Source: an optimization exercise on an open RTL-to-GDS flow (aim: small area, a short achievable clock period and few clock cycles per item). Production flows keep margins and buffers that such runs may drop.
Power is estimated from default activity; no workload was simulated.

==> flow/design.v <==
`default_nettype none
package sparcPkg;
    typedef logic [31:0] instWord_t;                   
    typedef logic [31:0] dataWord_t;                   
    typedef logic [3:0]  aluOp_t;                      
    typedef logic [1:0]  memSize_t;                    
    typedef logic [2:0]  creditCnt_t;                  
    localparam aluOp_t AluAdd   = 4'b0000;
    localparam aluOp_t AluAddx  = 4'b0001;             
    localparam aluOp_t AluSub   = 4'b0010;
    localparam aluOp_t AluSubx  = 4'b0011;             
    localparam aluOp_t AluAnd   = 4'b0100;
    localparam aluOp_t AluOr    = 4'b0101;
    localparam aluOp_t AluXor   = 4'b0110;
    localparam aluOp_t AluXnor  = 4'b0111;
    localparam aluOp_t AluAndn  = 4'b1000;
    localparam aluOp_t AluOrn   = 4'b1001;
    localparam aluOp_t AluSll   = 4'b1010;
    localparam aluOp_t AluSrl   = 4'b1011;
    localparam aluOp_t AluSra   = 4'b1100;
    localparam aluOp_t AluPassB = 4'b1110;             
    localparam logic [1:0] OpArith  = 2'b10;
    localparam logic [1:0] OpMem    = 2'b11;
    localparam logic [2:0] OpSethi2 = 3'b100;          
    localparam memSize_t SizeByte = 2'd0;
    localparam memSize_t SizeHalf = 2'd1;
    localparam memSize_t SizeWord = 2'd2;
    localparam int         QueueDepth = 2;             
    localparam creditCnt_t OutCredits = 3'd4;          
    typedef struct packed {
        logic n;
        logic z;
        logic v;
        logic c;
    } iccFlags_t;
    typedef struct packed {
        logic     isMem;
        logic     isStore;
        memSize_t size;
        logic     signExt;                             
    } memCtrl_t;
    typedef struct packed {
        instWord_t inst;
        dataWord_t operandA;
        dataWord_t operandB;
    } issueSlot_t;
    typedef struct packed {
        aluOp_t    aluOp;
        logic      setsCc;
        memCtrl_t  memCtrl;
        dataWord_t operandA;
        dataWord_t operandB;
    } decodedInst_t;
    typedef struct packed {
        dataWord_t data;
        iccFlags_t icc;                                
        memCtrl_t  memCtrl;
    } result_t;
endpackage
`default_nettype wire
`timescale 1ns/1ps
`default_nettype none
module sparcAlu (
    input  wire logic [31:0] p,
    input  wire logic [31:0] g,
    input  wire logic [4:0]  shamt,
    input  wire logic        arith,
    input  wire logic        sub,
    input  wire logic        useCarry,
    input  wire logic        shift,
    input  wire logic        sll,
    input  wire logic        sra,
    input  wire logic        carryIn,
    output logic [31:0]      y,
    output logic [3:0]       flags             
);
    logic        cin;
    logic [31:0] gp [0:5];                     
    logic [31:0] pp [0:5];                     
    logic        cout;
    logic [31:0] sum;
    logic [31:0] sOut;
    logic [31:0] sRes;
    logic        z;
    logic        v;
    logic        c;
    assign cin = sub ^ (useCarry && carryIn);
    always_comb begin
        gp[0] = {g[31:1], g[0] | (p[0] & cin)};
        pp[0] = p;
        for (int l = 0; l < 5; l++) begin
            for (int i = 0; i < 32; i++) begin
                if (i >= (1 << l)) begin
                    gp[l+1][i] = gp[l][i] | (pp[l][i] & gp[l][i - (1 << l)]);
                    pp[l+1][i] = pp[l][i] & pp[l][i - (1 << l)];
                end else begin
                    gp[l+1][i] = gp[l][i];
                    pp[l+1][i] = pp[l][i];
                end
            end
        end
    end
    assign cout = gp[5][31];
    assign sum  = p ^ {gp[5][30:0], cin};
    assign z = ((p ^ {(p[30:0] | g[30:0]), cin}) == 32'd0);
    assign sOut = 32'({{32{sra && p[31]}}, p} >> shamt);
    always_comb begin
        for (int i = 0; i < 32; i++) sRes[i] = sll ? sOut[31 - i] : sOut[i];
    end
    assign y = shift ? sRes : sum;
    assign v = arith && !p[31] && (g[31] != sum[31]);
    assign c = arith && (cout ^ sub);          
    assign flags = {sum[31], z, v, c};
endmodule
`default_nettype wire
`timescale 1ns/1ps
`default_nettype none
module instQueue (
    input  wire logic        Clk,
    input  wire logic        rstN,
    input  wire logic        instValid,
    input  wire logic [31:0] instIn,
    input  wire logic [31:0] operandA,
    input  wire logic [31:0] operandB,
    input  wire logic        take,         
    output logic             slotValid,
    output logic [31:0]      p,
    output logic [31:0]      g,
    output logic [4:0]       shamt,
    output logic             arith,
    output logic             sub,
    output logic             useCarry,
    output logic             setsCc,
    output logic             shift,
    output logic             sll,
    output logic             sra,
    output logic [4:0]       memCtrl
);
    logic        dArith, dLogic, dShift, dPassB, dInvB, dUseCarry, dSetsCc;
    logic [1:0]  dSel;
    logic [4:0]  dMem;
    logic [31:0] aM;
    logic [31:0] bx;
    logic [31:0] pa;
    logic [31:0] ga;
    logic [31:0] aRev;
    logic        selP;
    logic        selG;
    logic        keepG;
    logic [31:0] pIn;
    logic [31:0] gIn;
    decodeStage u_decode (
        .inst(instIn), .arith(dArith), .logicOp(dLogic), .shift(dShift), .passB(dPassB),
        .invB(dInvB), .useCarry(dUseCarry), .sel(dSel), .setsCc(dSetsCc), .memCtrl(dMem)
    );
    assign aM = dPassB ? '0 : operandA;
    assign bx = (dShift ? '0 : operandB) ^ {32{dInvB}};
    assign pa = aM ^ bx;
    assign ga = aM & bx;
    always_comb begin
        for (int i = 0; i < 32; i++) aRev[i] = operandA[31 - i];
    end
    assign selP   = !dLogic || dSel[1];               
    assign selG   = dLogic && dSel[0] && !dSel[1] || dLogic && (dSel == 2'b10);
    assign keepG  = !dLogic && !dShift;
    assign pIn    = (dShift && dSel == 2'b01) ? aRev : ((pa & {32{selP}}) | (ga & {32{selG}}));
    assign gIn    = ga & {32{keepG}};
    always_ff @(posedge Clk) begin
        if (instValid) begin
            p        <= pIn;
            g        <= gIn;
            shamt    <= operandB[4:0];
            arith    <= dArith;
            sub      <= dArith && dInvB;
            useCarry <= dUseCarry;
            setsCc   <= dSetsCc;
            shift    <= dShift;
            sll      <= dShift && (dSel == 2'b01);
            sra      <= dShift && (dSel == 2'b11);
            memCtrl  <= dMem;
        end
    end
    always_ff @(posedge Clk or negedge rstN) begin
        if (!rstN) begin
            slotValid <= 1'b0;
        end else if (instValid || take) begin
            slotValid <= instValid;
        end
    end
endmodule
`default_nettype wire
`timescale 1ns/1ps
`default_nettype none
module decodeStage (
    input  wire logic [31:0] inst,
    output logic             arith,        
    output logic             logicOp,      
    output logic             shift,        
    output logic             passB,        
    output logic             invB,         
    output logic             useCarry,     
    output logic [1:0]       sel,          
    output logic             setsCc,
    output logic [4:0]       memCtrl
);
    logic [1:0] op;
    logic [5:0] op3;
    logic       grp;
    assign op  = inst[31:30];
    assign op3 = inst[24:19];
    assign grp      = (op == 2'b10) && !op3[5] && (!op3[3] || (op3[1:0] == 2'b00));
    assign sel      = op3[1:0];
    assign arith    = grp && (op3[1:0] == 2'b00);
    assign logicOp  = grp && (op3[1:0] != 2'b00);
    assign invB     = grp && op3[2];
    assign useCarry = grp && op3[3];
    assign setsCc   = grp && op3[4];
    assign shift    = (op == 2'b10) && (op3[5:2] == 4'b1001) && (op3[1:0] != 2'b00);
    assign passB    = (op == 2'b00) && (inst[24:22] == 3'b100);
    always_comb begin
        memCtrl = 5'b00000;
        if (op == 2'b11) begin
            case (op3)
                6'b001001: memCtrl = 5'b10001;  
                6'b001010: memCtrl = 5'b10011;  
                6'b000000: memCtrl = 5'b10100;  
                6'b000001: memCtrl = 5'b10000;  
                6'b000010: memCtrl = 5'b10010;  
                6'b000011: memCtrl = 5'b10100;  
                6'b001101: memCtrl = 5'b10000;  
                6'b001111: memCtrl = 5'b10100;  
                6'b000101: memCtrl = 5'b11000;  
                6'b000110: memCtrl = 5'b11010;  
                6'b000100: memCtrl = 5'b11100;  
                6'b000111: memCtrl = 5'b11100;  
                default:   memCtrl = 5'b00000;
            endcase
        end
    end
endmodule
`default_nettype wire
`timescale 1ns/1ps
`default_nettype none
module executeStage (
    input  wire logic        Clk,
    input  wire logic        rstN,
    input  wire logic        take,
    input  wire logic [31:0] p,
    input  wire logic [31:0] g,
    input  wire logic [4:0]  shamt,
    input  wire logic        arith,
    input  wire logic        sub,
    input  wire logic        useCarry,
    input  wire logic        setsCc,
    input  wire logic        shift,
    input  wire logic        sll,
    input  wire logic        sra,
    input  wire logic [4:0]  memCtrl,
    output logic [40:0]      resOut
);
    logic [31:0] y;
    logic [3:0]  flags;
    logic [3:0]  iccReg;
    logic [3:0]  iccNext;
    sparcAlu u_alu (
        .p, .g, .shamt, .arith, .sub, .useCarry, .shift, .sll, .sra,
        .carryIn(iccReg[0]), .y, .flags
    );
    assign iccNext = setsCc ? flags : iccReg;
    always_ff @(posedge Clk or negedge rstN) begin
        if (!rstN) begin
            iccReg <= 4'd0;
        end else if (take) begin
            iccReg <= iccNext;
        end
    end
    always_ff @(posedge Clk) begin
        if (take) resOut <= {y, iccNext, memCtrl};
    end
endmodule
`default_nettype wire
`timescale 1ns/1ps
`default_nettype none
module sparcPipe (
    input  wire logic                Clk,
    input  wire logic                rstN,
    input  wire logic                instValid,
    input  wire sparcPkg::instWord_t instIn,
    input  wire sparcPkg::dataWord_t operandA,
    input  wire sparcPkg::dataWord_t operandB,
    input  wire logic                resCredit,
    output logic                     instCredit,
    output logic                     resValid,
    output sparcPkg::result_t        resOut
);
    logic                 slotValid;
    logic [31:0]          p, g;
    logic [4:0]           shamt;
    logic                 arith, sub, useCarry, setsCc, shift, sll, sra;
    logic [4:0]           memCtrl;
    logic                 resFull;
    logic                 take;
    sparcPkg::creditCnt_t creditCnt;    
    logic [2:0]           ahead;        
    logic [1:0]           owed;         
    logic                 resFullNext;
    sparcPkg::creditCnt_t creditNext;
    logic [2:0]           aheadNext;
    logic [1:0]           owedNext;
    instQueue u_queue (
        .Clk, .rstN, .instValid, .instIn, .operandA, .operandB, .take,
        .slotValid, .p, .g, .shamt, .arith, .sub, .useCarry, .setsCc, .shift, .sll, .sra, .memCtrl
    );
    executeStage u_execute (
        .Clk, .rstN, .take, .p, .g, .shamt, .arith, .sub, .useCarry, .setsCc, .shift, .sll, .sra,
        .memCtrl, .resOut
    );
    assign take        = slotValid && (!resFull || resValid);
    assign resFullNext = take || (resFull && !resValid);
    assign creditNext  = creditCnt - sparcPkg::creditCnt_t'(resValid)
                         + sparcPkg::creditCnt_t'(resCredit);
    assign aheadNext   = ahead + 3'(instCredit) - 3'(resValid);
    assign owedNext    = owed + 2'(instValid) - 2'(instCredit);
    always_ff @(posedge Clk or negedge rstN) begin
        if (!rstN) begin
            resFull    <= 1'b0;
            creditCnt  <= sparcPkg::OutCredits;
            ahead      <= 3'd0;
            owed       <= 2'd0;
            resValid   <= 1'b0;
            instCredit <= 1'b0;
        end else begin
            resFull    <= resFullNext;
            creditCnt  <= creditNext;
            ahead      <= aheadNext;
            owed       <= owedNext;
            resValid   <= resFullNext && (creditNext != '0);
            instCredit <= (owedNext != 2'd0) && ({1'b0, aheadNext} < {1'b0, creditNext});
        end
    end
endmodule
`default_nettype wire
==> flow/config.mk <==
export PLATFORM = sky130hd
export DESIGN_NAME = sparcPipe
export DESIGN_NICKNAME = sparcPipe
export VERILOG_FILES = /design/flow/design.v
export SDC_FILE = /design/flow/constraint.sdc
export NUM_CORES = 4
export LEC_CHECK = 0
export ABC_AREA = 1
export CAP_MARGIN = 20
export CORE_MARGIN = 2
export CORE_UTILIZATION = 45
export SETUP_SLACK_MARGIN = 2.6
export SLEW_MARGIN = 20
==> flow/constraint.sdc <==
create_clock -name core_clock -period 5.5 [get_ports {Clk}]
set_input_delay 1.1000 -clock core_clock [delete_from_list [all_inputs] [get_ports {Clk}]]
set_output_delay 1.1000 -clock core_clock [all_outputs]
set_load 0.01 [all_outputs]
standard.sh (not shown) runs the stock make flow with config.mk's settings and CLKGATE_MAP_FILE= SYNTH_SCRIPT=/design/flow/synth_recipe.tcl, a recipe that flattens the netlist after the stock synthesis.
==> flow/flow/run.sh <==
#!/bin/bash
# The standard layout (standard.sh), with the port buffers made buf_2 cells instead of the
# default choice. Every port is still buffered. The make output goes to standard_flow.log;
# each ORFS step keeps its own log under orfs/logs/.
set -euo pipefail
export BUFFER_PORTS_ARGS="-buffer_cell sky130_fd_sc_hd__buf_2"
bash standard.sh > standard_flow.log 2>&1
Next try:
--- a/flow/design.v
+++ b/flow/design.v
@@ -72,39 +72,57 @@
     input  wire logic        sra,
     input  wire logic        carryIn,
     output logic [31:0]      y,
     output logic [3:0]       flags             
 );
     logic        cin;
-    logic [31:0] gp [0:5];                     
-    logic [31:0] pp [0:5];                     
+    logic [31:0] gp [0:6];                     
+    logic [31:0] pp [0:6];                     
     logic        cout;
     logic [31:0] sum;
     logic [31:0] sOut;
     logic [31:0] sRes;
     logic        z;
     logic        v;
     logic        c;
     assign cin = sub ^ (useCarry && carryIn);
     always_comb begin
         gp[0] = {g[31:1], g[0] | (p[0] & cin)};
         pp[0] = p;
-        for (int l = 0; l < 5; l++) begin
+        for (int i = 0; i < 32; i++) begin
+            if (i % 2 == 1) begin
+                gp[1][i] = gp[0][i] | (pp[0][i] & gp[0][i - 1]);
+                pp[1][i] = pp[0][i] & pp[0][i - 1];
+            end else begin
+                gp[1][i] = gp[0][i];
+                pp[1][i] = pp[0][i];
+            end
+        end
+        for (int l = 1; l < 5; l++) begin
             for (int i = 0; i < 32; i++) begin
-                if (i >= (1 << l)) begin
+                if (i % 2 == 1 && i >= (1 << l)) begin
                     gp[l+1][i] = gp[l][i] | (pp[l][i] & gp[l][i - (1 << l)]);
                     pp[l+1][i] = pp[l][i] & pp[l][i - (1 << l)];
                 end else begin
                     gp[l+1][i] = gp[l][i];
                     pp[l+1][i] = pp[l][i];
                 end
             end
         end
+        for (int i = 0; i < 32; i++) begin
+            if (i % 2 == 0 && i >= 2) begin
+                gp[6][i] = gp[5][i] | (pp[5][i] & gp[5][i - 1]);
+                pp[6][i] = pp[5][i] & pp[5][i - 1];
+            end else begin
+                gp[6][i] = gp[5][i];
+                pp[6][i] = pp[5][i];
+            end
+        end
     end
-    assign cout = gp[5][31];
-    assign sum  = p ^ {gp[5][30:0], cin};
+    assign cout = gp[6][31];
+    assign sum  = p ^ {gp[6][30:0], cin};
     assign z = ((p ^ {(p[30:0] | g[30:0]), cin}) == 32'd0);
     assign sOut = 32'({{32{sra && p[31]}}, p} >> shamt);
     always_comb begin
         for (int i = 0; i < 32; i++) sRes[i] = sll ? sOut[31 - i] : sOut[i];
     end
     assign y = shift ? sRes : sum;
Effect: Power is lower slightly; fmax falls by roughly a tenth; area after synthesis decreases by a little under a tenth; wire length falls by roughly a tenth; critical path depth climbs by 14; final area shrinks slightly; clock power goes down by a few percent.
Function was not checked in any run of this note: the RTL went through the layout flow alone.

-- afterwards: timing with drivers on the ports --
In the flow no input, the clock included, has a driving cell. The finished layouts below were timed again as built, in two steps.
Step 1 assumes that a clkbuf_16 drives the clock port and a buf_2 every other input.
Step 2 times the ports against the registers' clock, not the clock port: input delays grow and output delays shrink by t, the midpoint of the rising clock arrivals with the driver on.
Three values: no drivers, after step 1, after step 2; two values: the first two.
run | shift t [ns] | setup slack, ns | latest minus earliest clock arrival (ns) | worst register clock-pin slew, ns | pins driven straight from the clock port
the first run | 0.482 | 2.675 / 2.698 / 2.216 | 0.025 / 0.025 | 0.08 / 0.08 | 1
the second run | 0.467 | 2.337 / 2.337 / 2.288 | 0.012 / 0.011 | 0.07 / 0.07 | 1
After both steps every run listed still meets setup and hold. The setup slack of the first run, which loses most, moves by +0.023 ns with the drivers and by -0.459 ns with both steps.
